Source: an optimization exercise on an open RTL-to-GDS flow (aim: small area). Production flows keep margins and buffers that such runs may drop.
The RTL was checked by simulation tests, not by an equivalence proof against the original design.
Power and IR drop assume default switching activity.

File: flow/run.sh
#!/bin/bash
# The standard layout with three changes: ABC maps the logic for area
# (flow/abc_map.script, in a copy of the ORFS scripts), the ports get the
# smallest buffer, and the clock tree uses small buffers and no dummy
# loads. Each tool's output stays in orfs/logs; make's own output goes
# to flow_make.log here.
set -euo pipefail
rm -rf scripts_area
cp -r "$FLOW_HOME/scripts" scripts_area
cp flow/abc_map.script scripts_area/abc_speed.script
export BUFFER_PORTS_ARGS="-buffer_cell sky130_fd_sc_hd__buf_1"
export CTS_ARGS="-sink_clustering_enable -repair_clock_nets -dont_use_dummy_load -buf_list sky130_fd_sc_hd__clkbuf_4 -root_buf sky130_fd_sc_hd__clkbuf_16 -tree_buf sky130_fd_sc_hd__clkbuf_16 -sink_clustering_size 8 -sink_clustering_max_diameter 50"
bash standard.sh SCRIPTS_DIR="$PWD/scripts_area" finish > flow_make.log 2>&1
File: flow/abc_map.script
strash
dc2
dch -f
amap
topo
File: standard.sh
#!/bin/bash
# synth_recipe.tcl (not shown) runs the flow's synth.tcl, then flattens the netlist and writes it again
# the make line also repeats each setting of config.mk as NAME=value (left out here)
make -C /OpenROAD-flow-scripts/flow DESIGN_CONFIG=/design/flow/config.mk WORK_HOME=/design/flow/orfs CLKGATE_MAP_FILE= SYNTH_SCRIPT=/design/flow/synth_recipe.tcl "${@:-finish}"
File: config.mk
export PLATFORM = sky130hd
export DESIGN_NAME = sha256_hasher
export DESIGN_NICKNAME = sha256_hasher
export VERILOG_FILES = /design/flow/design.v
export SDC_FILE = /design/flow/constraint.sdc
export NUM_CORES = 4
export LEC_CHECK = 0
export CAP_MARGIN = 20
export CORE_MARGIN = 2
export CORE_UTILIZATION = 72
export PLACE_DENSITY = 0.8
export SLEW_MARGIN = 20
File: constraint.sdc
create_clock -name core_clock -period 10.0 [get_ports {clk}]
set_input_delay 2.0000 -clock core_clock [delete_from_list [all_inputs] [get_ports {clk}]]
set_output_delay 2.0000 -clock core_clock [all_outputs]
set_load 0.01 [all_outputs]
File: design.v
`timescale 1ns/1ps
`default_nettype none
package sha256_pkg;
  typedef logic [32-1:0] sha256_word_t;
  typedef logic [512-1:0] sha256_block_t;
  typedef logic [256-1:0] sha256_state_t;
  typedef logic [$clog2(64)-1:0] round_idx_t;
  typedef logic [6-1:0] block_count_t;
  typedef logic [3:0] digit_t;
  localparam sha256_state_t SHA256_IV = {
    32'h6a09e667, 32'hbb67ae85, 32'h3c6ef372, 32'ha54ff53a,
    32'h510e527f, 32'h9b05688c, 32'h1f83d9ab, 32'h5be0cd19
  };
  function automatic sha256_word_t sha256_k(input round_idx_t t);
    case (t)
      6'd0: sha256_k = 32'h428a2f98;
      6'd1: sha256_k = 32'h71374491;
      6'd2: sha256_k = 32'hb5c0fbcf;
      6'd3: sha256_k = 32'he9b5dba5;
      6'd4: sha256_k = 32'h3956c25b;
      6'd5: sha256_k = 32'h59f111f1;
      6'd6: sha256_k = 32'h923f82a4;
      6'd7: sha256_k = 32'hab1c5ed5;
      6'd8: sha256_k = 32'hd807aa98;
      6'd9: sha256_k = 32'h12835b01;
      6'd10: sha256_k = 32'h243185be;
      6'd11: sha256_k = 32'h550c7dc3;
      6'd12: sha256_k = 32'h72be5d74;
      6'd13: sha256_k = 32'h80deb1fe;
      6'd14: sha256_k = 32'h9bdc06a7;
      6'd15: sha256_k = 32'hc19bf174;
      6'd16: sha256_k = 32'he49b69c1;
      6'd17: sha256_k = 32'hefbe4786;
      6'd18: sha256_k = 32'h0fc19dc6;
      6'd19: sha256_k = 32'h240ca1cc;
      6'd20: sha256_k = 32'h2de92c6f;
      6'd21: sha256_k = 32'h4a7484aa;
      6'd22: sha256_k = 32'h5cb0a9dc;
      6'd23: sha256_k = 32'h76f988da;
      6'd24: sha256_k = 32'h983e5152;
      6'd25: sha256_k = 32'ha831c66d;
      6'd26: sha256_k = 32'hb00327c8;
      6'd27: sha256_k = 32'hbf597fc7;
      6'd28: sha256_k = 32'hc6e00bf3;
      6'd29: sha256_k = 32'hd5a79147;
      6'd30: sha256_k = 32'h06ca6351;
      6'd31: sha256_k = 32'h14292967;
      6'd32: sha256_k = 32'h27b70a85;
      6'd33: sha256_k = 32'h2e1b2138;
      6'd34: sha256_k = 32'h4d2c6dfc;
      6'd35: sha256_k = 32'h53380d13;
      6'd36: sha256_k = 32'h650a7354;
      6'd37: sha256_k = 32'h766a0abb;
      6'd38: sha256_k = 32'h81c2c92e;
      6'd39: sha256_k = 32'h92722c85;
      6'd40: sha256_k = 32'ha2bfe8a1;
      6'd41: sha256_k = 32'ha81a664b;
      6'd42: sha256_k = 32'hc24b8b70;
      6'd43: sha256_k = 32'hc76c51a3;
      6'd44: sha256_k = 32'hd192e819;
      6'd45: sha256_k = 32'hd6990624;
      6'd46: sha256_k = 32'hf40e3585;
      6'd47: sha256_k = 32'h106aa070;
      6'd48: sha256_k = 32'h19a4c116;
      6'd49: sha256_k = 32'h1e376c08;
      6'd50: sha256_k = 32'h2748774c;
      6'd51: sha256_k = 32'h34b0bcb5;
      6'd52: sha256_k = 32'h391c0cb3;
      6'd53: sha256_k = 32'h4ed8aa4a;
      6'd54: sha256_k = 32'h5b9cca4f;
      6'd55: sha256_k = 32'h682e6ff3;
      6'd56: sha256_k = 32'h748f82ee;
      6'd57: sha256_k = 32'h78a5636f;
      6'd58: sha256_k = 32'h84c87814;
      6'd59: sha256_k = 32'h8cc70208;
      6'd60: sha256_k = 32'h90befffa;
      6'd61: sha256_k = 32'ha4506ceb;
      6'd62: sha256_k = 32'hbef9a3f7;
      6'd63: sha256_k = 32'hc67178f2;
      default: sha256_k = 32'h00000000;
    endcase
  endfunction
  function automatic logic [4:0] add4(input digit_t a, b, input logic cin);
    logic c;
    c = cin;
    for (int q = 0; q < 4; q++) begin
      add4[q] = a[q] ^ b[q] ^ c;
      c       = (a[q] & b[q]) | (a[q] & c) | (b[q] & c);
    end
    add4[4] = c;
  endfunction
  function automatic digit_t ch(input digit_t x, y, z);
    ch = (x & y) ^ (~x & z);
  endfunction
  function automatic digit_t maj(input digit_t x, y, z);
    maj = (x & y) ^ (x & z) ^ (y & z);
  endfunction
endpackage
`default_nettype wire
`timescale 1ns/1ps
`default_nettype none
module message_schedule (
  input  wire logic                      clk,
  input  wire logic                      load,       
  input  wire logic                      expand,     
  input  wire logic [2:0]                i,          
  input  wire logic [5:0]                t,          
  input  wire sha256_pkg::sha256_block_t block,
  output sha256_pkg::digit_t             w_t
);
  logic [511:0] window;
  logic [511:0] block_digits;
  sha256_pkg::digit_t s0, s1, w_new, w_t9;
  logic         c1_q, c2_q, c3_q;
  logic [4:0]   sum1, sum2, sum3;
  logic         blk_t, blk_t1, blk_t9, blk_t14;
  function automatic logic val(input logic [511:0] v, input logic [2:0] ii,
                               input int pos, input int r, input logic blk);
    val = v[4*pos + r] ^ (pos % 2 == 1) ^ (blk & (ii[0] ^ (pos % 2 == 0)));
  endfunction
  function automatic logic tapbit(input logic [511:0] v, input logic [2:0] ii,
                                  input int base, input int u, input bit shr,
                                  input logic blk);
    int m, r;
    m = u / 4;
    r = u % 4;
    if (ii + m >= 8) tapbit = shr ? 1'b0 : val(v, ii, base + 15 - m, r, blk);
    else             tapbit = val(v, ii, base + 7 - m, r, blk);
  endfunction
  assign blk_t   = (t <= 6'd15);
  assign blk_t1  = (t <= 6'd14);
  assign blk_t9  = (t <= 6'd6);
  assign blk_t14 = (t <= 6'd1);
  always_comb begin
    for (int q = 0; q < 4; q++) begin
      s0[q] = tapbit(window, i, 112, q + 7, 1'b0, blk_t1) ^
              tapbit(window, i, 112, q + 18, 1'b0, blk_t1) ^
              tapbit(window, i, 112, q + 3, 1'b1, blk_t1);
      s1[q] = tapbit(window, i, 8, q + 17, 1'b0, blk_t14) ^
              tapbit(window, i, 8, q + 19, 1'b0, blk_t14) ^
              tapbit(window, i, 8, q + 10, 1'b1, blk_t14);
      w_t9[q] = val(window, i, 55, q, blk_t9);
      w_t[q]  = val(window, i, 127, q, blk_t);
    end
  end
  always_comb begin
    sum1 = sha256_pkg::add4(s1, w_t9, c1_q & (i != 3'd0));
    sum2 = sha256_pkg::add4(sum1[3:0], s0, c2_q & (i != 3'd0));
    sum3 = sha256_pkg::add4(sum2[3:0], w_t, c3_q & (i != 3'd0));
    w_new = expand ? sum3[3:0] : 4'b0;
  end
  always_ff @(posedge clk) begin
    c1_q <= sum1[4];
    c2_q <= sum2[4];
    c3_q <= sum3[4];
  end
  always_comb begin
    for (int s = 0; s < 16; s++)
      for (int j = 0; j < 8; j++)
        block_digits[4*(8*s + 7 - j) +: 4] = block[32*s + 4*j +: 4];
  end
  always_ff @(posedge clk) begin
    for (int p = 0; p < 128; p++) begin
      for (int r = 0; r < 4; r++) begin
        if (p == 0)
          window[r] <= load ? ~block_digits[r] : w_new[r];
        else if (p % 2 == 1)
          window[4*p + r] <= ~(window[4*(p-1) + r] | (block_digits[4*p + r] & load));
        else
          window[4*p + r] <= ~((!load | block_digits[4*p + r]) & window[4*(p-1) + r]);
      end
    end
  end
endmodule
`default_nettype wire
`timescale 1ns/1ps
`default_nettype none
module sha256_core (
  input  wire logic                clk,
  input  wire logic [2:0]          i,           
  input  wire logic [5:0]          round,
  input  wire logic                rounds,      
  input  wire logic                feed,        
  input  wire logic                init,        
  input  wire sha256_pkg::digit_t  w_t,
  input  wire sha256_pkg::digit_t  h_tail,      
  input  wire sha256_pkg::digit_t  iv,          
  output sha256_pkg::digit_t       head         
);
  logic [255:0] work;
  sha256_pkg::digit_t sig0, sig1, k_t, ch_t, maj_t, x, y;
  logic [4:0] t1a, t1b, t1c, t1d, t2s, hs, es;
  logic       c1_q, c2_q, c3_q, c4_q, c5_q, ch_q, ce_q;
  logic       first;
  sha256_pkg::sha256_word_t k_word;
  function automatic logic tapbit(input logic [255:0] v, input logic [2:0] ii,
                                  input int base, input int u);
    int m, r;
    m = u / 4;
    r = u % 4;
    if (ii + m >= 8) tapbit = v[4*(base + 15 - m) + r];
    else             tapbit = v[4*(base + 7 - m) + r];
  endfunction
  always_comb begin
    for (int q = 0; q < 4; q++) begin
      sig0[q] = tapbit(work, i, 0, q + 2) ^ tapbit(work, i, 0, q + 13) ^
                tapbit(work, i, 0, q + 22);
      sig1[q] = tapbit(work, i, 32, q + 6) ^ tapbit(work, i, 32, q + 11) ^
                tapbit(work, i, 32, q + 25);
    end
  end
  assign first  = (i == 3'd0);
  assign k_word = sha256_pkg::sha256_k(round);
  assign k_t    = k_word[4*i +: 4];
  assign ch_t   = sha256_pkg::ch(work[4*39 +: 4], work[4*47 +: 4], work[4*55 +: 4]);
  assign maj_t  = sha256_pkg::maj(work[4*7 +: 4], work[4*15 +: 4], work[4*23 +: 4]);
  always_comb begin
    t1a = sha256_pkg::add4(work[4*63 +: 4], sig1, c1_q & !first);
    t1b = sha256_pkg::add4(t1a[3:0], ch_t, c2_q & !first);
    t1c = sha256_pkg::add4(t1b[3:0], k_t, c3_q & !first);
    t1d = sha256_pkg::add4(t1c[3:0], w_t, c4_q & !first);
    t2s = sha256_pkg::add4(sig0, maj_t, c5_q & !first);
    x  = rounds ? t1d[3:0] : (init ? 4'b0 : work[4*63 +: 4]);
    y  = rounds ? t2s[3:0] : (init ? iv : (feed ? h_tail : 4'b0));
    hs = sha256_pkg::add4(x, y, ch_q & !first);
    es = sha256_pkg::add4(work[4*31 +: 4], rounds ? t1d[3:0] : 4'b0, ce_q & !first);
  end
  always_ff @(posedge clk) begin
    c1_q <= t1a[4];
    c2_q <= t1b[4];
    c3_q <= t1c[4];
    c4_q <= t1d[4];
    c5_q <= t2s[4];
    ch_q <= hs[4];
    ce_q <= es[4];
    work <= {work[251:128], es[3:0], work[123:0], hs[3:0]};
  end
  assign head = hs[3:0];
endmodule
`default_nettype wire
`timescale 1ns/1ps
`default_nettype none
module hash_chain_ctrl (
  input  wire logic                 clk,
  input  wire logic                 block_load,
  input  wire logic                 block_start,
  input  wire logic                 message_load,
  input  wire sha256_pkg::digit_t   head,          
  output logic                      load,          
  output logic                      expand,        
  output logic [2:0]                i,
  output logic [5:0]                round,
  output logic                      rounds,
  output logic                      feed,
  output logic                      init,
  output sha256_pkg::digit_t        h_tail,
  output sha256_pkg::digit_t        iv,
  output sha256_pkg::sha256_state_t chain_value,
  output logic                      block_ready,
  output logic                      done,
  output sha256_pkg::block_count_t  block_count
);
  typedef enum logic [2:0] {
    CTRL_INIT0,      
    CTRL_INIT1,      
    CTRL_IDLE,
    CTRL_ROUNDS,
    CTRL_FEED,
    CTRL_COMPLETE
  } ctrl_state_t;
  ctrl_state_t  state;
  logic [5:0]   c;
  logic [2:0]   lap;
  logic         last_block;
  logic [255:0] chain;
  assign i           = c[2:0];
  assign round       = {lap, c[5:3]};
  assign block_ready = (state == CTRL_IDLE) && (c == 6'd63);
  assign load        = block_ready && block_start;
  assign rounds      = (state == CTRL_ROUNDS);
  assign expand      = rounds && (lap < 3'd6);
  assign feed        = (state == CTRL_FEED);
  assign init        = (state == CTRL_INIT0) || (state == CTRL_INIT1);
  assign done        = (state == CTRL_COMPLETE);
  assign iv          = sha256_pkg::SHA256_IV[4*c +: 4];
  assign h_tail      = chain[4*63 +: 4];
  always_ff @(posedge clk or negedge block_load) begin
    if (!block_load) begin
      state       <= CTRL_INIT0;
      c           <= '0;
      lap         <= '0;
      last_block  <= 1'b0;
      block_count <= '0;
    end else begin
      c <= c + 1'b1;
      case (state)
        CTRL_INIT0: if (c == 6'd63) state <= CTRL_INIT1;
        CTRL_INIT1: if (c == 6'd63) state <= CTRL_IDLE;
        CTRL_IDLE: begin
          if (load) begin
            last_block  <= !message_load;
            block_count <= block_count + 1'b1;
            lap         <= '0;
            state       <= CTRL_ROUNDS;
          end
        end
        CTRL_ROUNDS: begin
          if (c == 6'd63) begin
            lap <= lap + 1'b1;
            if (lap == 3'd7) state <= CTRL_FEED;
          end
        end
        CTRL_FEED: if (c == 6'd63) state <= last_block ? CTRL_COMPLETE : CTRL_IDLE;
        CTRL_COMPLETE: state <= CTRL_COMPLETE;
        default:       state <= CTRL_INIT0;
      endcase
    end
  end
  always_ff @(posedge clk) begin
    if (init || feed) chain <= {chain[251:0], head};
  end
  always_comb begin
    for (int p = 0; p < 64; p++) chain_value[4*(63 - p) +: 4] = chain[4*p +: 4];
  end
endmodule
`default_nettype wire
`timescale 1ns/1ps
`default_nettype none
module sha256_hasher (
  input  wire logic                     clk,
  input  wire logic                     block_load,
  input  wire logic                     block_start,
  input  wire logic                     message_load,
  input  wire sha256_pkg::sha256_block_t block,
  output logic                          block_ready,
  output logic                          done,
  output sha256_pkg::sha256_state_t     hash,
  output sha256_pkg::block_count_t      block_count
);
  logic               load, expand, rounds, feed, init;
  logic [2:0]         i;
  logic [5:0]         round;
  sha256_pkg::digit_t head, h_tail, iv, w_t;
  hash_chain_ctrl u_ctrl (
    .clk          (clk),
    .block_load   (block_load),
    .block_start  (block_start),
    .message_load (message_load),
    .head         (head),
    .load         (load),
    .expand       (expand),
    .i            (i),
    .round        (round),
    .rounds       (rounds),
    .feed         (feed),
    .init         (init),
    .h_tail       (h_tail),
    .iv           (iv),
    .chain_value  (hash),
    .block_ready  (block_ready),
    .done         (done),
    .block_count  (block_count)
  );
  sha256_core u_core (
    .clk    (clk),
    .i      (i),
    .round  (round),
    .rounds (rounds),
    .feed   (feed),
    .init   (init),
    .w_t    (w_t),
    .h_tail (h_tail),
    .iv     (iv),
    .head   (head)
  );
  message_schedule u_sched (
    .clk    (clk),
    .load   (load),
    .expand (expand),
    .i      (i),
    .t      (round),
    .block  (block),
    .w_t    (w_t)
  );
endmodule
`default_nettype wire
==> flow_metrics.env, run 1 <==
export IMPL_ys_types=46
export IMPL_fp_row_count=76
export IMPL_synth_cells=2464
export IMPL_syn_nets=3047
export IMPL_synth_seq_cells=1053
export IMPL_status="aborted with a tool error"
export IMPL_synth_cell_area_um2=31500
export IMPL_synth_area_leaders="dfxtp_1 49%, edfxtp_1 24%, a21oi_1 5.4%"
export IMPL_yosysTopAreaCell="dfxtp_1"
export IMPL_ys_warn_count=3
export IMPL_synth_top_cell_area_share=0.494
export IMPL_yosysSeqAreaShare=0.753
export IMPL_synth_common_cells="778 x dfxtp_1, 341 x a21oi_1, 331 x o21ai_0"
export IMPL_failing_step="3_2_place_iop"
export IMPL_yosysMostFrequentCell="dfxtp_1"
export IMPL_die_height_um=213
export IMPL_synth_main_ff_cell="dfxtp_1"
export IMPL_synthArstFlopShare=0.0180
export IMPL_dieWidth_um=213
export IMPL_syn_area_per_cell_um2=12.8
export IMPL_start_util=0.730
export IMPL_firstError="[ERROR PPL-0024] Number of IO pins (780) exceeds maximum number of available positions (766). Increase the die perimeter from 852.94um to 1060.80um."
export IMPL_synth_edff_count=256
## logic make-up after synthesis
family | count (synthesis) | synth area share
flip-flops | 1053 | 0.753
adder cells (fa/ha/maj) | 67 | 0.0361
XOR/XNOR | 1 | 0.000278
buffers and inverters | 117 | 0.0139
AND/OR/NAND/NOR | 390 | 0.0512
AO/OA/AOI/OAI | 836 | 0.145
==> inputs of run 2 (changes only) <==
--- a/config.mk
+++ b/config.mk
@@ -9,4 +9,4 @@
 export CORE_MARGIN = 2
-export CORE_UTILIZATION = 72
-export PLACE_DENSITY = 0.8
+export CORE_UTILIZATION = 60
+export PLACE_DENSITY = 0.7
 export SLEW_MARGIN = 20
==> run 2 against run 1 <==
  * Now clean on timing, DRC and antenna
  * Area after synthesis stayed put
  * Synthesized cell count is the same
==> flow_metrics.env, run 2 <==
export IMPL_path_delay_family="adder cells"
export IMPL_power_internal_mw=5.30
export IMPL_cts_sinks=1053
export IMPL_ys_warn_count=3
export IMPL_cts_buffers=151
export IMPL_fp_row_count=84
export IMPL_criticalPathCategory="reg2reg"
export IMPL_hold_viol_final=0
export IMPL_p_sw_mw=1.42
export IMPL_met1_length_mm=42.3
export IMPL_fin_crit_sh=0.875
export IMPL_hold_buffers=0
export IMPL_nets=4024
export IMPL_tightest_slew_ps=1080
export IMPL_synth_top_cell_area_share=0.494
export IMPL_synth_area_leaders="dfxtp_1 49%, edfxtp_1 24%, a21oi_1 5.4%"
export IMPL_path_cells="clkinv_1 > nor2_1 > clkinv_1 > nor2_1 > clkinv_1 > o22ai_1 > nand2_1 > o21ai_0 > fa_1 > fa_1 > clkinv_1 > fa_1 > fa_1 > fa_1 > clkinv_1 > fa_1 > nor2b_1 > a31oi_1 > fa_1 > clkinv_1 > fa_1"
export IMPL_fin_crit_ps=8750
export IMPL_drc=0
export IMPL_clock_root_buffer="clkbuf_16"
export IMPL_hp_class="reg2reg"
export IMPL_fin_tns_setup_ps=0
export IMPL_postLayoutCellArea_um2=37100
export IMPL_cts_clk_slew_worst_paths_ps=110
export IMPL_core_area_um2=52200
export IMPL_initialDrtViolationCount=2873
export IMPL_p_total_mw=6.72
export IMPL_yosysMostFrequentCell="dfxtp_1"
export IMPL_start_util=0.603
export IMPL_r2r_cells=21
export IMPL_min_from="u_core.work[195]"
export IMPL_start_kind="flop"
export IMPL_endpoint_kind="flop"
export IMPL_wl_met3_mm=12.8
export IMPL_rsz0062_at_grt="no"
export IMPL_synth_common_cells="778 x dfxtp_1, 341 x a21oi_1, 331 x o21ai_0"
export IMPL_routed_via_density=6.09
export IMPL_wl_met2_mm=54.4
export IMPL_grt_first_pass_wirelength_mm=164
export IMPL_slew_headroom=0.281
export IMPL_worstHoldEndpoint="u_core.work[199]"
export IMPL_dp_cells=3976
export IMPL_synth_cell_area_um2=31500
export IMPL_cpPeakStageDelay_ps=830
export IMPL_fin_ws_ps=1250
export IMPL_max_freq_mhz=114
export IMPL_layout_common_cells="779 x buf_1, 778 x dfxtp_1, 341 x a21oi_1, 330 x o21ai_0, 256 x edfxtp_1"
export IMPL_stdcell_count=4141
export IMPL_worst_ir_drop_vdd_v=0.000150
export IMPL_syn_to_final_growth_pct=17.9
export IMPL_dieWidth_um=233
export IMPL_wire_per_inst_um=28.4
export IMPL_rr_startpoint="u_ctrl.c[2]"
export IMPL_ys_types=46
export IMPL_seqPwrFrac=0.645
export IMPL_postRouteAntennaNets=0
export IMPL_die_height_um=233
export IMPL_place_congestion=1.04
export IMPL_whs_ps=282
export IMPL_fin_util=0.711
export IMPL_finalSetupViolations=0
export IMPL_clk_path_buf_depth=3
export IMPL_fillers=3376
export IMPL_top_layer="met5"
export IMPL_grt_max_degree=155
export IMPL_worst_skew_pair_late_latency_ps=680
export IMPL_yosysSeqAreaShare=0.753
export IMPL_yosysTopAreaCell="dfxtp_1"
export IMPL_synthArstFlopShare=0.0180
export IMPL_cp_common_cell="fa_1"
export IMPL_dr_pass1_iters=8
export IMPL_cts_setup_buffers=0
export IMPL_syn_area_per_cell_um2=12.8
export IMPL_comb_power_share=0.014
export IMPL_grtUsageTotal=0.424
export IMPL_largest_reg_flops=512
export IMPL_synth_edff_count=256
export IMPL_synth_cells=2464
export IMPL_required_ps=10440
export IMPL_synth_main_ff_cell="dfxtp_1"
export IMPL_layout_commonest_cell="buf_1"
export IMPL_dp_slack_ps=1650
export IMPL_cts_tree="yes"
export IMPL_top_register="u_sched.window"
export IMPL_ioPinCount=780
export IMPL_drive_gt1_frac=0.0584
export IMPL_antenna_found_initial=19
export IMPL_h_tree_depth=4
export IMPL_post_cts_resize_count=0
export IMPL_whs_path_depth=0
export IMPL_reg2reg_to="u_ctrl.chain[3]"
export IMPL_maxCapViolCount=0
export IMPL_synth_seq_cells=1053
export IMPL_syn_nets=3047
export IMPL_worst_path_buf_inv=6
export IMPL_grt_overflow=0
export IMPL_crit_fanout=19
export IMPL_p_clk_frac=0.342
export IMPL_slowest_stage="dfrtp_1"
export IMPL_crit_arrival_ps=9190
export IMPL_hpwl_mm=84.7
export IMPL_io_buffers=779
export IMPL_netSwitchingFraction=0.212
export IMPL_reg2reg_slack_ps=1250
export IMPL_final_max_slew_viol_count=0
export IMPL_grt_pass1_vias=25064
export IMPL_drt_total_wl_mm=118
export IMPL_status="complete, no violations"
export IMPL_route_vias_total=25200
export IMPL_dieArea_um2=54400
export IMPL_placed_area_um2=35700
export IMPL_reg_top3="u_sched.window (512), u_core.work (256), u_ctrl.chain (256)"
export IMPL_p_leak_nw=13.7
export IMPL_clock_skew_ps=60.3
export IMPL_power_density_nw_per_um2=181
[run 2: cell type report]
class	count	area [um2]	area share
multi-input combinational	1294	7360	0.198
sequential	1053	23700	0.639
clock buffer	151	1430	0.0385
inverter	117	454	0.0122
tap	688	861	0.0232
timing repair buffer	824	3270	0.0879
antenna	14	35.0	0.000943
[run 2: how the worst max path moves through the flow]
stage / from / end / slack [ps] / cells past startpoint
floorplan: block_start / u_ctrl.block_count[4] / 690 / 6
global placement: u_ctrl.c[2] / u_ctrl.chain[3] / 2090 / 21
detailed placement: u_ctrl.c[2] / u_ctrl.chain[3] / 1650 / 21
CTS: u_ctrl.c[2] / u_ctrl.chain[3] / 1550 / 21
global route: u_ctrl.c[2] / u_ctrl.chain[3] / 880 / 21
finish: u_ctrl.c[2] / u_ctrl.chain[3] / 1250 / 21
[run 2: layer usage]
| metal | GRT usage | up-vias |
|---|---|---|
| met5 | 0 | - |
| met4 | 0.289 | 14 |
| met3 | 0.137 | 500 |
| met2 | 0.654 | 1928 |
| met1 | 0.509 | 12057 |
| li1 | - | 10701 |
[run 2: worst reg2reg max path: cells and delay by family (launching register included)]
kind,cells,cell delay [ps]
buffers and inverters,6,1640
flip-flops,1,830
AND/OR/NAND/NOR,4,1530
AO/OA/AOI/OAI,3,540
adder cells (fa/ha/maj),8,3960
[run 2: power groups by stage]
stage,clock (mW),combinational [mW],sequential [mW]
finish,2.30,0.0908,4.33
global route,2.46,0.0974,4.33
floorplan,0,0.00128,4.43
CTS,2.29,0.0885,4.33
detailed placement,0,0.0863,4.43
global placement,0,0.0827,4.43
[run 2: cell families after synthesis]
logic type,share of synthesized area
AOI/OAI and AO/OA,0.145
xor gates and xnor gates,0.000278
adders and majority gates,0.0361
buffers and inverters,0.0139
DFF,0.753
and+or+nand+nor,0.0512
==> inputs of run 3 (changes only) <==
--- a/flow/run.sh
+++ b/flow/run.sh
@@ -11,3 +11,3 @@
 export BUFFER_PORTS_ARGS="-buffer_cell sky130_fd_sc_hd__buf_1"
-export CTS_ARGS="-sink_clustering_enable -repair_clock_nets -dont_use_dummy_load -buf_list sky130_fd_sc_hd__clkbuf_4 -root_buf sky130_fd_sc_hd__clkbuf_16 -tree_buf sky130_fd_sc_hd__clkbuf_16 -sink_clustering_size 8 -sink_clustering_max_diameter 50"
+export CTS_ARGS="-sink_clustering_enable -repair_clock_nets -dont_use_dummy_load -buf_list sky130_fd_sc_hd__clkbuf_4 -root_buf sky130_fd_sc_hd__clkbuf_16 -tree_buf sky130_fd_sc_hd__clkbuf_16 -sink_clustering_size 10 -sink_clustering_max_diameter 60"
 bash standard.sh SCRIPTS_DIR="$PWD/scripts_area" finish > flow_make.log 2>&1
==> run 3 against run 2 <==
  * Still clean
  * Area after synthesis unchanged
  * Final area down 1.1%
  * Cell count down 0.99%
  * Die area unchanged
  * Via count down 1.8%
  * Largest cell class unchanged
==> flow_metrics.env, run 3 <==
export IMPL_syn_nets=3047
export IMPL_crit_arrival_ps=8930
export IMPL_dr_pass1_iters=8
export IMPL_synth_edff_count=256
export IMPL_io_buffers=779
export IMPL_post_cts_resize_count=0
export IMPL_start_kind="flop"
export IMPL_layout_common_cells="779 x buf_1, 778 x dfxtp_1, 341 x a21oi_1, 330 x o21ai_0, 256 x edfxtp_1"
export IMPL_finalSetupViolations=0
export IMPL_synth_cell_area_um2=31500
export IMPL_r2r_cells=21
export IMPL_fin_crit_sh=0.856
export IMPL_synth_common_cells="778 x dfxtp_1, 341 x a21oi_1, 331 x o21ai_0"
export IMPL_cpPeakStageDelay_ps=800
export IMPL_h_tree_depth=3
export IMPL_p_clk_frac=0.303
export IMPL_startpoint="u_ctrl.c[2]"
export IMPL_power_density_nw_per_um2=173
export IMPL_worst_ir_drop_vdd_v=0.000165
export IMPL_synth_top_cell_area_share=0.494
export IMPL_cp_common_cell="fa_1"
export IMPL_hpwl_mm=84.7
export IMPL_hold_buffers=0
export IMPL_grt_max_degree=155
export IMPL_whs_path_depth=0
export IMPL_reg2reg_to="u_ctrl.chain[3]"
export IMPL_dp_slack_ps=1650
export IMPL_die_height_um=233
export IMPL_core_area_um2=52200
export IMPL_stdcell_count=4100
export IMPL_nets=3989
export IMPL_fin_crit_ps=8560
export IMPL_ioPinCount=780
export IMPL_start_util=0.603
export IMPL_slew_headroom=0.279
export IMPL_synth_area_leaders="dfxtp_1 49%, edfxtp_1 24%, a21oi_1 5.4%"
export IMPL_seqPwrFrac=0.682
export IMPL_syn_area_per_cell_um2=12.8
export IMPL_cts_tree="yes"
export IMPL_grt_overflow=0
export IMPL_max_freq_mhz=117
export IMPL_synth_cells=2464
export IMPL_yosysSeqAreaShare=0.753
export IMPL_layout_commonest_cell="buf_1"
export IMPL_grt_first_pass_wirelength_mm=159
export IMPL_dieArea_um2=54400
export IMPL_cts_sinks=1053
export IMPL_critPathCapture="u_ctrl.chain[3]"
export IMPL_dp_cells=3976
export IMPL_ys_warn_count=3
export IMPL_drc=0
export IMPL_dieWidth_um=233
export IMPL_grtUsageMet3=0.113
export IMPL_grt_pass1_vias=24435
export IMPL_synth_main_ff_cell="dfxtp_1"
export IMPL_endpoint_kind="flop"
export IMPL_criticalPathCategory="reg2reg"
export IMPL_final_max_slew_viol_count=0
export IMPL_required_ps=10370
export IMPL_cts_buffers=116
export IMPL_clock_skew_ps=82.3
export IMPL_top_usage_layer="met2"
export IMPL_fp_row_count=84
export IMPL_postRouteAntennaNets=0
export IMPL_fin_ws_ps=1440
export IMPL_netSwitchingFraction=0.206
export IMPL_yosysTopAreaCell="dfxtp_1"
export IMPL_worst_skew_pair_late_latency_ps=630
export IMPL_clock_root_buffer="clkbuf_16"
export IMPL_crit_fanout=19
export IMPL_grtUsageTotal=0.409
export IMPL_comb_power_share=0.014
export IMPL_rsz0062_at_grt="no"
export IMPL_status="complete, no violations"
export IMPL_top_register="u_sched.window"
export IMPL_postLayoutCellArea_um2=36700
export IMPL_p_sw_mw=1.31
export IMPL_p_leak_nw=13.5
export IMPL_cts_setup_buffers=0
export IMPL_use_met2=0.637
export IMPL_reg2reg_slack_ps=1440
export IMPL_path_cells="clkinv_1 > nor2_1 > clkinv_1 > nor2_1 > clkinv_1 > o22ai_1 > nand2_1 > o21ai_0 > fa_1 > fa_1 > clkinv_1 > fa_1 > fa_1 > fa_1 > clkinv_1 > fa_1 > nor2b_1 > a31oi_1 > fa_1 > clkinv_1 > fa_1"
export IMPL_ys_types=46
export IMPL_hold_viol_final=0
export IMPL_rr_startpoint="u_ctrl.c[2]"
export IMPL_placed_area_um2=35700
export IMPL_cts_clk_slew_worst_paths_ps=90
export IMPL_slowest_stage="dfrtp_1"
export IMPL_synth_seq_cells=1053
export IMPL_antenna_found_initial=15
export IMPL_power_internal_mw=5.04
export IMPL_fin_tns_setup_ps=0
export IMPL_place_congestion=1.04
export IMPL_wire_per_inst_um=27.7
export IMPL_tightest_slew_ps=1080
export IMPL_synthArstFlopShare=0.0180
export IMPL_clk_path_buf_depth=3
export IMPL_route_vias_total=24740
export IMPL_drt_total_wl_mm=113
export IMPL_grt_use_met1=0.507
export IMPL_reg_top3="u_sched.window (512), u_core.work (256), u_ctrl.chain (256)"
export IMPL_hp_class="reg2reg"
export IMPL_yosysMostFrequentCell="dfxtp_1"
export IMPL_syn_to_final_growth_pct=16.5
export IMPL_routed_via_density=6.03
export IMPL_maxCapViolCount=0
export IMPL_initialDrtViolationCount=2741
export IMPL_drive_gt1_frac=0.0488
export IMPL_largest_reg_flops=512
run 3: cell counts after synthesis:
Identical to the previous run, type by type.
run 3: kinds of logic after synthesis:
family	count (synthesis)	share of synthesized area
adders and majority gates	67	0.0361
and+or+nand+nor	390	0.0512
DFF	1053	0.753
xor gates and xnor gates	1	0.000278
AOI/OAI and AO/OA	836	0.145
buffers and inverters	117	0.0139
run 3: layout make-up:
cell class | count | area [um2]
clock buffer | 116 | 1030
timing repair buffer | 824 | 3270
antenna | 8 | 20.0
tap | 688 | 861
multi-input combinational | 1294 | 7360
fill | 3483 | 15500
sequential | 1053 | 23700
inverter | 117 | 454
run 3: per-stage QoR:
stage	hold WS, ps	util	power (mW)
6_report	269	0.703	6.35
5_1_grt	280	0.703	6.52
4_1_cts	272	0.703	6.35
3_5_place_dp	312	0.683	4.52
3_3_place_gp	310	0.683	4.51
2_1_floorplan	310	-	4.43
run 3: routing by layer:
layer  wire length [um]  up-vias
met4               7730       14
met1              41300    11860
met2              52000     1819
met3              12300      434
li1                   -    10613
met5                 82        -
run 3: how the worst min path moves through the flow:
stage	start	to	slack, ps
floorplan	u_core.work[96]	u_core.work[100]	310
global route	u_core.work[195]	u_core.work[199]	280
global placement	u_core.work[229]	u_core.work[233]	310
detailed placement	u_core.work[226]	u_core.work[230]	310
finish	u_core.work[195]	u_core.work[199]	270
CTS	u_core.work[195]	u_core.work[199]	270
run 3: worst max-delay path: cells and delay by family, from the launching register on:
family          cells  cell delay (ps)
fa+ha+maj           8             3870
compound gates      3              540
flops               1              800
simple gates        4             1510
buf+inv             6             1590
run 3: power by group through the flow:
stage / sequential [mW] / combinational (mW) / clock (mW)
3_3_place_gp: 4.43 / 0.0827 / 0
2_1_floorplan: 4.43 / 0.00128 / 0
6_report: 4.33 / 0.0895 / 1.93
5_1_grt: 4.33 / 0.0961 / 2.09
4_1_cts: 4.33 / 0.0872 / 1.93
3_5_place_dp: 4.43 / 0.0863 / 0
==> inputs of run 4 (changes only) <==
--- a/flow/run.sh
+++ b/flow/run.sh
@@ -10,2 +10,4 @@
 cp flow/abc_map.script scripts_area/abc_speed.script
+# Smaller buffers for high-fanout nets: the larger plain buffers are left out
+export DONT_USE_CELLS="sky130_fd_sc_hd__buf_4 sky130_fd_sc_hd__buf_6 sky130_fd_sc_hd__buf_8 sky130_fd_sc_hd__buf_12 sky130_fd_sc_hd__buf_16"
 export BUFFER_PORTS_ARGS="-buffer_cell sky130_fd_sc_hd__buf_1"
==> run 4 against run 3 <==
  * Clock-buffer cell count stayed put
  * Combinational power hardly changed
  * Die area stayed put
  * Register-to-register slack hardly changed
  * Flip-flop and latch count stayed put
  * Via count stayed put
  * First-iteration DRC count stayed put
  * Largest power group unchanged
==> flow_metrics.env, run 4 <==
export IMPL_ys_warn_count=3
export IMPL_yosysTopAreaCell="dfxtp_1"
export IMPL_grt_use_met1=0.507
export IMPL_layout_common_cells="779 x buf_1, 778 x dfxtp_1, 341 x a21oi_1, 330 x o21ai_0, 256 x edfxtp_1"
export IMPL_synth_main_ff_cell="dfxtp_1"
export IMPL_criticalPathCategory="reg2reg"
export IMPL_hold_viol_final=0
export IMPL_synth_area_leaders="dfxtp_1 49%, edfxtp_1 24%, a21oi_1 5.4%"
export IMPL_p_leak_nw=13.5
export IMPL_hp_class="reg2reg"
export IMPL_path_delay_family="adder cells"
export IMPL_status="complete, no violations"
export IMPL_seqPwrFrac=0.682
export IMPL_die_height_um=233
export IMPL_cpPeakStageDelay_ps=800
export IMPL_muxShareOfSynthArea=0
export IMPL_dr_pass1_iters=8
export IMPL_post_cts_resize_count=0
export IMPL_multi_input_area_um2=7360
export IMPL_nets=3989
export IMPL_power_internal_mw=5.04
export IMPL_placed_area_um2=35700
export IMPL_synth_xor_area_frac=0.000278
export IMPL_cts_sinks=1053
export IMPL_use_met2=0.637
export IMPL_fp_row_count=84
export IMPL_tightest_slew_ps=1080
export IMPL_io_buffers=779
export IMPL_drc=0
export IMPL_cts_setup_buffers=0
export IMPL_wire_per_inst_um=27.7
export IMPL_synth_top_cell_area_share=0.494
export IMPL_layout_commonest_cell="buf_1"
export IMPL_endpoint_kind="flop"
export IMPL_start_kind="flop"
export IMPL_synth_cell_area_um2=31500
export IMPL_dp_cells=3976
export IMPL_cts_clk_slew_worst_paths_ps=90
export IMPL_finalSetupViolations=0
export IMPL_h_tree_depth=3
export IMPL_netSwitchingFraction=0.206
export IMPL_syn_to_final_growth_pct=16.5
export IMPL_synth_common_cells="778 x dfxtp_1, 341 x a21oi_1, 331 x o21ai_0"
export IMPL_synth_edff_count=256
export IMPL_worst_path_buf_inv=6
export IMPL_max_freq_mhz=117
export IMPL_fin_crit_sh=0.856
export IMPL_place_congestion=1.04
export IMPL_core_area_um2=52200
export IMPL_slew_headroom=0.279
export IMPL_start_util=0.603
export IMPL_fin_tns_setup_ps=0
export IMPL_grtUsageMet3=0.113
export IMPL_drt_total_wl_mm=113
export IMPL_path_cells="clkinv_1 > nor2_1 > clkinv_1 > nor2_1 > clkinv_1 > o22ai_1 > nand2_1 > o21ai_0 > fa_1 > fa_1 > clkinv_1 > fa_1 > fa_1 > fa_1 > clkinv_1 > fa_1 > nor2b_1 > a31oi_1 > fa_1 > clkinv_1 > fa_1"
export IMPL_synth_compound_area_frac=0.145
export IMPL_postLayoutCellArea_um2=36700
export IMPL_dieArea_um2=54400
export IMPL_p_total_mw=6.35
export IMPL_dieWidth_um=233
export IMPL_power_density_nw_per_um2=173
export IMPL_fillers=3483
export IMPL_fin_crit_ps=8560
export IMPL_comb_power_share=0.014
export IMPL_grt_first_pass_wirelength_mm=159
export IMPL_clock_root_buffer="clkbuf_16"
export IMPL_yosysSeqAreaShare=0.753
export IMPL_synthArstFlopShare=0.0180
export IMPL_p_sw_mw=1.31
export IMPL_synth_seq_cells=1053
export IMPL_yosysMostFrequentCell="dfxtp_1"
export IMPL_p_clk_frac=0.303
export IMPL_worst_ir_drop_vdd_v=0.000165
export IMPL_initialDrtViolationCount=2741
export IMPL_routed_via_density=6.03
export IMPL_hpwl_mm=84.7
export IMPL_cts_tree="yes"
export IMPL_ys_types=46
export IMPL_cp_common_cell="fa_1"
export IMPL_hold_buffers=0
export IMPL_syn_nets=3047
export IMPL_grtUsageTotal=0.409
export IMPL_syn_area_per_cell_um2=12.8
export IMPL_crit_arrival_ps=8930
export IMPL_grt_overflow=0
export IMPL_grt_max_degree=155
export IMPL_cts_buffers=116
export IMPL_clock_skew_ps=82.3
export IMPL_rsz0062_at_grt="no"
export IMPL_synthSimpleGateAreaFrac=0.0512
export IMPL_synth_top_family_by_area="compound AO/OA/AOI/OAI gates"
export IMPL_worst_skew_pair_late_latency_ps=630
export IMPL_maxCapViolCount=0
export IMPL_route_vias_total=24740
export IMPL_postRouteAntennaNets=0
export IMPL_ioPinCount=780
export IMPL_final_max_slew_viol_count=0
export IMPL_reg_top3="u_sched.window (512), u_core.work (256), u_ctrl.chain (256)"
export IMPL_antenna_found_initial=15
export IMPL_synthAdderAreaFrac=0.0361
export IMPL_required_ps=10370
export IMPL_clk_path_buf_depth=3
export IMPL_top_register="u_sched.window"
export IMPL_slowest_stage="dfrtp_1"
export IMPL_grt_pass1_vias=24435
export IMPL_top_usage_layer="met2"
export IMPL_crit_fanout=19
export IMPL_stdcell_count=4100
export IMPL_synth_cells=2464
export IMPL_regArea_um2=23700
export IMPL_largest_reg_flops=512
export IMPL_drive_gt1_frac=0.0488
==> run 4: power by group through the flow <==
stage | clock network (mW) | logic, mW | registers (mW)
final | 1.93 | 0.0895 | 4.33
after global routing | 2.09 | 0.0961 | 4.33
after CTS | 1.93 | 0.0872 | 4.33
after detailed placement | 0 | 0.0863 | 4.43
after global placement | 0 | 0.0827 | 4.43
after floorplan | 0 | 0.00128 | 4.43
==> run 4: final timing paths <==
kind                                  startpoint               end  slack (ps)  depth (start not counted)
max in group asynchronous             block_load     u_ctrl.lap[0]        8360                          2
worst max-delay path                 u_ctrl.c[2]   u_ctrl.chain[3]        1440                         21
worst min-delay path            u_core.work[195]  u_core.work[199]         270                          0
worst max register to register       u_ctrl.c[2]   u_ctrl.chain[3]        1440                         21
worst min register to register  u_core.work[195]  u_core.work[199]         270                          0
min in group asynchronous             block_load       u_ctrl.c[3]        1370                          2
==> run 4: routing by layer <==
layer,routed length (um),part of all wire,up-vias
li1,-,-,10613
met5,82,0.00072,-
met4,7730,0.068,14
met2,52000,0.46,1819
met1,41300,0.36,11860
met3,12300,0.11,434
==> run 4: area by class of cell <==
cell class	instances	share of cell area
diodes	8	0.000545
repair buffers	824	0.0889
inverters	117	0.0124
flip-flops and latches	1053	0.646
multi-input cells	1294	0.200
clock buffers	116	0.0280
well taps	688	0.0234
==> run 4: logic make-up (layout without fill, tap and decap cells) <==
logic type	count (synthesis)	count (layout)
xor gates and xnor gates	1	1
buffers and inverters	117	1057
other	0	8
adders and majority gates	67	67
and+or+nand+nor	390	390
AOI/OAI and AO/OA	836	836
DFF	1053	1053
==> run 4: worst register-to-register path, stage by stage, from the launching register on <==
cell,delay [ps]
dfrtp_1,800
clkinv_1,200
nor2_1,500
clkinv_1,570
nor2_1,650
clkinv_1,560
o22ai_1,310
nand2_1,80
o21ai_0,120
fa_1,490
fa_1,560
clkinv_1,80
fa_1,470
fa_1,410
fa_1,510
clkinv_1,110
fa_1,560
nor2b_1,280
a31oi_1,110
fa_1,450
clkinv_1,70
fa_1,420
==> run 4: metrics by stage <==
step                hold slack [ps]   util  setup slack, ps
floorplan                       310      -              688
global placement                310  0.683             2090
detailed placement              312  0.683             1650
CTS                             272  0.703             1610
global route                    280  0.703              915
finish                          269  0.703             1440
==> inputs of run 5 (changes only) <==
==> flow/run.sh (replaced) <==
#!/bin/bash
# The standard layout with three changes: ABC maps the logic for area
# (flow/abc_map.script, in a copy of the ORFS scripts), the ports get the
# smallest buffer, and the clock tree uses small buffers and no dummy
# loads. Each tool's output stays in orfs/logs; make's own output goes
# to flow_make.log here.
set -euo pipefail
rm -rf scripts_area
cp -r "$FLOW_HOME/scripts" scripts_area
cp flow/abc_map.script scripts_area/abc_speed.script
export BUFFER_PORTS_ARGS="-buffer_cell sky130_fd_sc_hd__buf_1"
export CTS_ARGS="-sink_clustering_enable -repair_clock_nets -dont_use_dummy_load -buf_list sky130_fd_sc_hd__clkbuf_4 -root_buf sky130_fd_sc_hd__clkbuf_16 -tree_buf sky130_fd_sc_hd__clkbuf_16 -sink_clustering_size 10 -sink_clustering_max_diameter 60 -apply_ndr full"
bash standard.sh SCRIPTS_DIR="$PWD/scripts_area" finish > flow_make.log 2>&1
==> run 5 against run 4 <==
  * Still clean on timing, DRC and antenna
  * First-iteration DRC count did not move
  * Clock-buffer cell count did not move
  * Worst hold slack did not move
  * Final area did not move
  * Global-route usage did not move
  * Flip-flop and latch count did not move
  * Critical path depth did not move
  * Clock power barely moved
  * Sequential power barely moved
  * Sequential share of layout area did not move
  * Critical path type unchanged
  * Critical endpoint unchanged
==> flow_metrics.env, run 5 <==
export IMPL_status="complete, no violations"
export IMPL_synthArstFlopShare=0.0180
export IMPL_path_delay_family="adder cells"
export IMPL_layout_commonest_cell="buf_1"
export IMPL_post_cts_resize_count=0
export IMPL_final_max_slew_viol_count=0
export IMPL_cts_setup_buffers=0
export IMPL_synth_cells=2464
export IMPL_grt_max_degree=155
export IMPL_route_vias_total=24740
export IMPL_yosysMostFrequentCell="dfxtp_1"
export IMPL_hpwl_mm=84.7
export IMPL_maxCapViolCount=0
export IMPL_path_cells="clkinv_1 > nor2_1 > clkinv_1 > nor2_1 > clkinv_1 > o22ai_1 > nand2_1 > o21ai_0 > fa_1 > fa_1 > clkinv_1 > fa_1 > fa_1 > fa_1 > clkinv_1 > fa_1 > nor2b_1 > a31oi_1 > fa_1 > clkinv_1 > fa_1"
export IMPL_yosysTopAreaCell="dfxtp_1"
export IMPL_grtUsageTotal=0.409
export IMPL_layout_common_cells="779 x buf_1, 778 x dfxtp_1, 341 x a21oi_1, 330 x o21ai_0, 256 x edfxtp_1"
export IMPL_hp_class="reg2reg"
export IMPL_start_kind="flop"
export IMPL_nets=3989
export IMPL_ys_types=46
export IMPL_criticalPathCategory="reg2reg"
export IMPL_largest_reg_flops=512
export IMPL_drc=0
export IMPL_worst_path_buf_inv=6
export IMPL_crit_arrival_ps=8930
export IMPL_cp_common_cell="fa_1"
export IMPL_drt_total_wl_mm=113
export IMPL_io_buffers=779
export IMPL_worst_skew_pair_late_latency_ps=630
export IMPL_h_tree_depth=3
export IMPL_synth_common_cells="778 x dfxtp_1, 341 x a21oi_1, 331 x o21ai_0"
export IMPL_fp_row_count=84
export IMPL_initialDrtViolationCount=2741
export IMPL_crit_fanout=19
export IMPL_synth_area_leaders="dfxtp_1 49%, edfxtp_1 24%, a21oi_1 5.4%"
export IMPL_p_leak_nw=13.5
export IMPL_finalSetupViolations=0
export IMPL_clk_path_buf_depth=3
export IMPL_slowest_stage="dfrtp_1"
export IMPL_fin_crit_sh=0.856
export IMPL_cpPeakStageDelay_ps=800
export IMPL_grt_pass1_vias=24435
export IMPL_wire_per_inst_um=27.7
export IMPL_endpoint_kind="flop"
export IMPL_yosysSeqAreaShare=0.753
export IMPL_clock_root_buffer="clkbuf_16"
export IMPL_synth_top_cell_area_share=0.494
export IMPL_postLayoutCellArea_um2=36700
export IMPL_start_util=0.603
export IMPL_top_register="u_sched.window"
export IMPL_synth_cell_area_um2=31500
export IMPL_synth_edff_count=256
export IMPL_syn_nets=3047
export IMPL_hold_buffers=0
export IMPL_die_height_um=233
export IMPL_placed_area_um2=35700
export IMPL_place_congestion=1.04
export IMPL_cts_sinks=1053
export IMPL_required_ps=10370
export IMPL_syn_area_per_cell_um2=12.8
export IMPL_postRouteAntennaNets=0
export IMPL_ys_warn_count=3
export IMPL_reg_top3="u_sched.window (512), u_core.work (256), u_ctrl.chain (256)"
export IMPL_dr_pass1_iters=8
export IMPL_antenna_found_initial=15
export IMPL_grt_overflow=0
export IMPL_min_from="u_core.work[195]"
export IMPL_synth_main_ff_cell="dfxtp_1"
export IMPL_tightest_slew_ps=1080
export IMPL_startpoint="u_ctrl.c[2]"
export IMPL_worst_ir_drop_vdd_v=0.000165
export IMPL_syn_to_final_growth_pct=16.5
export IMPL_core_area_um2=52200
export IMPL_dieWidth_um=233
export IMPL_fin_tns_setup_ps=0
export IMPL_slew_headroom=0.279
export IMPL_grt_first_pass_wirelength_mm=159
export IMPL_fin_crit_ps=8560
export IMPL_cts_tree="yes"
export IMPL_hold_viol_final=0
export IMPL_routed_via_density=6.03
export IMPL_rsz0062_at_grt="no"
export IMPL_clock_skew_ps=82.3
export IMPL_rr_startpoint="u_ctrl.c[2]"
export IMPL_fillers=3483
export IMPL_synth_seq_cells=1053
export IMPL_dieArea_um2=54400
export IMPL_max_freq_mhz=117
export IMPL_cts_buffers=116
export IMPL_cts_clk_slew_worst_paths_ps=90
export IMPL_power_density_nw_per_um2=173
export IMPL_ioPinCount=780
export IMPL_drive_gt1_frac=0.0488
[run 5: layer usage]
metal / GRT usage / part of all wire
met1: 0.507 / 0.36
met2: 0.637 / 0.46
met3: 0.113 / 0.11
met4: 0.257 / 0.068
met5: 0 / 0.00072
[run 5: where the power goes]
group | total, mW | switching [mW] | internal (mW)
clock network | 1.93 | 1.27 | 0.661
registers | 4.33 | 0 | 4.33
logic | 0.0895 | 0.0435 | 0.0461
total | 6.35 | 1.31 | 5.04
[run 5: area by class of cell]
class,count,area (um2),share of cell area
multi-input combinational,1294,7360,0.200
timing repair buffer,824,3270,0.0889
inverter,117,454,0.0124
clock buffer,116,1030,0.0280
antenna,8,20.0,0.000545
sequential,1053,23700,0.646
tap,688,861,0.0234
[run 5: cells by family after synthesis]
| kind of cell | synth area share |
|---|---|
| XOR/XNOR | 0.000278 |
| adder cells (fa/ha/maj) | 0.0361 |
| AND/OR/NAND/NOR | 0.0512 |
| buffers and inverters | 0.0139 |
| flip-flops | 0.753 |
| AO/OA/AOI/OAI | 0.145 |
[run 5: through the flow]
step	worst slack, ps	cells	total power, mW	util	hold slack, ps
after floorplan	688	2464	4.43	-	310
after global placement	2090	3976	4.51	0.683	310
after detailed placement	1650	3976	4.52	0.683	312
after CTS	1610	4092	6.35	0.703	272
after global routing	915	4097	6.52	0.703	280
final	1440	4100	6.35	0.703	269
[run 5: worst reg2reg max path, delay by kind of cell, from the launching register on]
kind                     cells  cell delay [ps]
adder cells (fa/ha/maj)      8             3870
buffers and inverters        6             1590
AND/OR/NAND/NOR              4             1510
flip-flops                   1              800
AO/OA/AOI/OAI                3              540
[run 5: path summary, 6_finish.rpt]
| kind | end | cells after the start | slack (ps) |
|---|---|---|---|
| setup / recovery | u_ctrl.chain[3] | 21 | 1440 |
| hold / removal | u_core.work[199] | 0 | 270 |
| setup reg to reg | u_ctrl.chain[3] | 21 | 1440 |
| hold reg to reg | u_core.work[199] | 0 | 270 |
| max in group asynchronous | u_ctrl.lap[0] | 2 | 8360 |
| min in group asynchronous | u_ctrl.c[3] | 2 | 1370 |
==> inputs of run 6 (changes only) <==
--- a/flow/run.sh
+++ b/flow/run.sh
@@ -11,3 +11,3 @@
 export BUFFER_PORTS_ARGS="-buffer_cell sky130_fd_sc_hd__buf_1"
-export CTS_ARGS="-sink_clustering_enable -repair_clock_nets -dont_use_dummy_load -buf_list sky130_fd_sc_hd__clkbuf_4 -root_buf sky130_fd_sc_hd__clkbuf_16 -tree_buf sky130_fd_sc_hd__clkbuf_16 -sink_clustering_size 10 -sink_clustering_max_diameter 60 -apply_ndr full"
+export CTS_ARGS="-sink_clustering_enable -repair_clock_nets -dont_use_dummy_load -buf_list sky130_fd_sc_hd__clkbuf_4 -sink_clustering_size 10 -sink_clustering_max_diameter 60"
 bash standard.sh SCRIPTS_DIR="$PWD/scripts_area" finish > flow_make.log 2>&1
==> run 6 against run 5 <==
  * Utilization decreased by 0.28 points
  * First-iteration DRC count is 4.3% lower
  * Die area unchanged
  * Clock skew up 29 ps
  * Largest power group unchanged
==> flow_metrics.env, run 6 <==
export IMPL_synth_cells=2464
export IMPL_slew_headroom=0.320
export IMPL_multi_input_area_um2=7360
export IMPL_initialDrtViolationCount=2624
export IMPL_criticalPathCategory="reg2reg"
export IMPL_place_congestion=1.04
export IMPL_drc=0
export IMPL_clock_skew_ps=111
export IMPL_nets=3989
export IMPL_cts_buffers=116
export IMPL_hp_class="reg2reg"
export IMPL_required_ps=10660
export IMPL_ioPinCount=780
export IMPL_grtUsageMet3=0.114
export IMPL_reg2reg_slack_ps=1400
export IMPL_max_freq_mhz=116
export IMPL_synth_top_cell_area_share=0.494
export IMPL_regArea_um2=23700
export IMPL_power_density_nw_per_um2=169
export IMPL_synth_common_cells="778 x dfxtp_1, 341 x a21oi_1, 331 x o21ai_0"
export IMPL_cts_setup_buffers=0
export IMPL_worst_skew_pair_late_latency_ps=930
export IMPL_fin_crit_ps=8600
export IMPL_hpwl_mm=84.7
export IMPL_yosysMostFrequentCell="dfxtp_1"
export IMPL_fin_tns_setup_ps=0
export IMPL_largest_reg_flops=512
export IMPL_fin_util=0.700
export IMPL_layout_common_cells="779 x buf_1, 778 x dfxtp_1, 341 x a21oi_1, 330 x o21ai_0, 256 x edfxtp_1"
export IMPL_fillers=3500
export IMPL_reg2reg_to="u_ctrl.chain[3]"
export IMPL_worst_path_buf_inv=6
export IMPL_route_vias_total=24503
export IMPL_layout_commonest_cell="buf_1"
export IMPL_path_cells="clkinv_1 > nor2_1 > clkinv_1 > nor2_1 > clkinv_1 > o22ai_1 > nand2_1 > o21ai_0 > fa_1 > fa_1 > clkinv_1 > fa_1 > fa_1 > fa_1 > clkinv_1 > fa_1 > nor2b_1 > a31oi_1 > fa_1 > clkinv_1 > fa_1"
export IMPL_h_tree_depth=3
export IMPL_fp_row_count=84
export IMPL_rsz0062_at_grt="no"
export IMPL_grt_use_met1=0.505
export IMPL_routed_via_density=5.97
export IMPL_clk_path_buf_depth=3
export IMPL_startpoint="u_ctrl.c[2]"
export IMPL_post_cts_resize_count=0
export IMPL_synth_edff_count=256
export IMPL_syn_nets=3047
export IMPL_synth_cell_area_um2=31500
export IMPL_ys_warn_count=3
export IMPL_syn_area_per_cell_um2=12.8
export IMPL_worst_ir_drop_vdd_v=0.000164
export IMPL_endpoint_kind="flop"
export IMPL_finalSetupViolations=0
export IMPL_synth_seq_cells=1053
export IMPL_dieWidth_um=233
export IMPL_start_util=0.603
export IMPL_wire_per_inst_um=27.4
export IMPL_hold_viol_final=0
export IMPL_maxCapViolCount=0
export IMPL_r2r_cells=21
export IMPL_io_buffers=779
export IMPL_die_height_um=233
export IMPL_crit_fanout=19
export IMPL_synthArstFlopShare=0.0180
export IMPL_postRouteAntennaNets=0
export IMPL_cts_sinks=1053
export IMPL_cp_common_cell="fa_1"
export IMPL_slowest_stage="dfrtp_1"
export IMPL_rr_startpoint="u_ctrl.c[2]"
export IMPL_grt_overflow=0
export IMPL_crit_arrival_ps=9260
export IMPL_yosysSeqAreaShare=0.753
export IMPL_dr_pass1_iters=8
export IMPL_grt_pass1_vias=24280
export IMPL_hold_buffers=0
export IMPL_start_kind="flop"
export IMPL_cts_tree="yes"
export IMPL_reg_top3="u_sched.window (512), u_core.work (256), u_ctrl.chain (256)"
export IMPL_status="complete, no violations"
export IMPL_use_met2=0.626
export IMPL_final_max_slew_viol_count=0
export IMPL_synth_area_leaders="dfxtp_1 49%, edfxtp_1 24%, a21oi_1 5.4%"
export IMPL_grt_first_pass_wirelength_mm=158
export IMPL_synth_main_ff_cell="dfxtp_1"
export IMPL_antenna_found_initial=16
export IMPL_tightest_slew_ps=1020
export IMPL_clock_root_buffer="clkbuf_4"
export IMPL_top_register="u_sched.window"
export IMPL_dieArea_um2=54400
export IMPL_cts_clk_slew_worst_paths_ps=90
export IMPL_fin_crit_sh=0.860
export IMPL_grt_max_degree=155
export IMPL_yosysTopAreaCell="dfxtp_1"
export IMPL_ys_types=46
export IMPL_grtUsageTotal=0.405
export IMPL_p_total_mw=6.20
export IMPL_cpPeakStageDelay_ps=790
export IMPL_syn_to_final_growth_pct=16.1
export IMPL_path_depth=21
export IMPL_drt_total_wl_mm=113
export IMPL_path_delay_family="adder cells"
export IMPL_core_area_um2=52200
export IMPL_drive_gt1_frac=0.0488
export IMPL_p_leak_nw=13.4
export IMPL_top_usage_layer="met2"
export IMPL_critPathCapture="u_ctrl.chain[3]"
==> run 6: kinds of logic after synthesis <==
| kind of cell | Yosys count | synth area share |
|---|---|---|
| flip-flops | 1053 | 0.753 |
| AO/OA/AOI/OAI | 836 | 0.145 |
| AND/OR/NAND/NOR | 390 | 0.0512 |
| adder cells (fa/ha/maj) | 67 | 0.0361 |
| buffers and inverters | 117 | 0.0139 |
| XOR/XNOR | 1 | 0.000278 |
==> run 6: through the flow <==
step / std cells / cell area, um2 / hold WS [ps] / worst slack (ps)
final: 4104 / 36600 / 271 / 1400
after global routing: 4102 / 36600 / 281 / 1010
after CTS: 4092 / 36500 / 273 / 1670
after detailed placement: 3976 / 35700 / 312 / 1650
after global placement: 3976 / 35700 / 310 / 2090
after floorplan: 2464 / 31500 / 310 / 688
==> run 6: routing by layer <==
metal	vias to the layer above	wire length (um)
met5	-	110
met4	12	7630
met3	407	11700
met2	1700	51800
met1	11761	41300
li1	10623	-
==> run 6: area by class of cell <==
| cell class | instances | share of cell area |
|---|---|---|
| antenna | 12 | 0.000821 |
| clock buffer | 116 | 0.0238 |
| inverter | 117 | 0.0124 |
| multi-input combinational | 1294 | 0.201 |
| sequential | 1053 | 0.649 |
| tap | 688 | 0.0235 |
| timing repair buffer | 824 | 0.0893 |
==> run 6: worst min path at each step <==
stage,to,start,depth (start not counted),slack [ps]
2_1_floorplan,u_core.work[100],u_core.work[96],0,310
3_3_place_gp,u_core.work[233],u_core.work[229],0,310
3_5_place_dp,u_core.work[230],u_core.work[226],0,310
4_1_cts,u_core.work[11],u_core.work[7],0,270
5_1_grt,u_core.work[199],u_core.work[195],0,280
6_report,u_core.work[199],u_core.work[195],0,270
==> run 6: where the power goes <==
part / switching [mW] / internal [mW]
logic: 0.0434 / 0.0461
registers: 0 / 4.33
clock network: 1.24 / 0.531

what the ideal ports hide:
The results above use ideal ports. As a check the final layouts listed here were re-extracted and re-timed, cells and wires unchanged. Step 1 (the two cells are an assumption about what drives the block):
set clk [get_ports {clk}]
set_driving_cell -lib_cell sky130_fd_sc_hd__clkbuf_16 $clk
set_driving_cell -lib_cell sky130_fd_sc_hd__buf_2 [delete_from_list [all_inputs] $clk]
Step 2 also shifts input and output timing later by t, the mid clock arrival at the registers, as if the neighbouring blocks saw the same clock. Slacks: no drivers / after step 1 / after step 2; pairs: no drivers / after step 1.
run	shift t [ns]	slack for setup (ns)	hold slack, ns	worst register clock-pin slew, ns
run 2	0.730	1.254 / 1.254 / 1.254	0.282 / 0.282 / 0.282	0.11 / 0.11
run 3	0.663	1.436 / 1.436 / 1.436	0.269 / 0.269 / 0.269	0.12 / 0.12
run 4	0.663	1.436 / 1.436 / 1.436	0.269 / 0.269 / 0.269	0.12 / 0.12
run 5	0.663	1.436 / 1.436 / 1.436	0.269 / 0.269 / 0.269	0.12 / 0.12
run 6	0.942	1.402 / 1.402 / 1.402	0.271 / 0.271 / 0.271	0.12 / 0.12
After both steps every run listed still meets setup and hold.
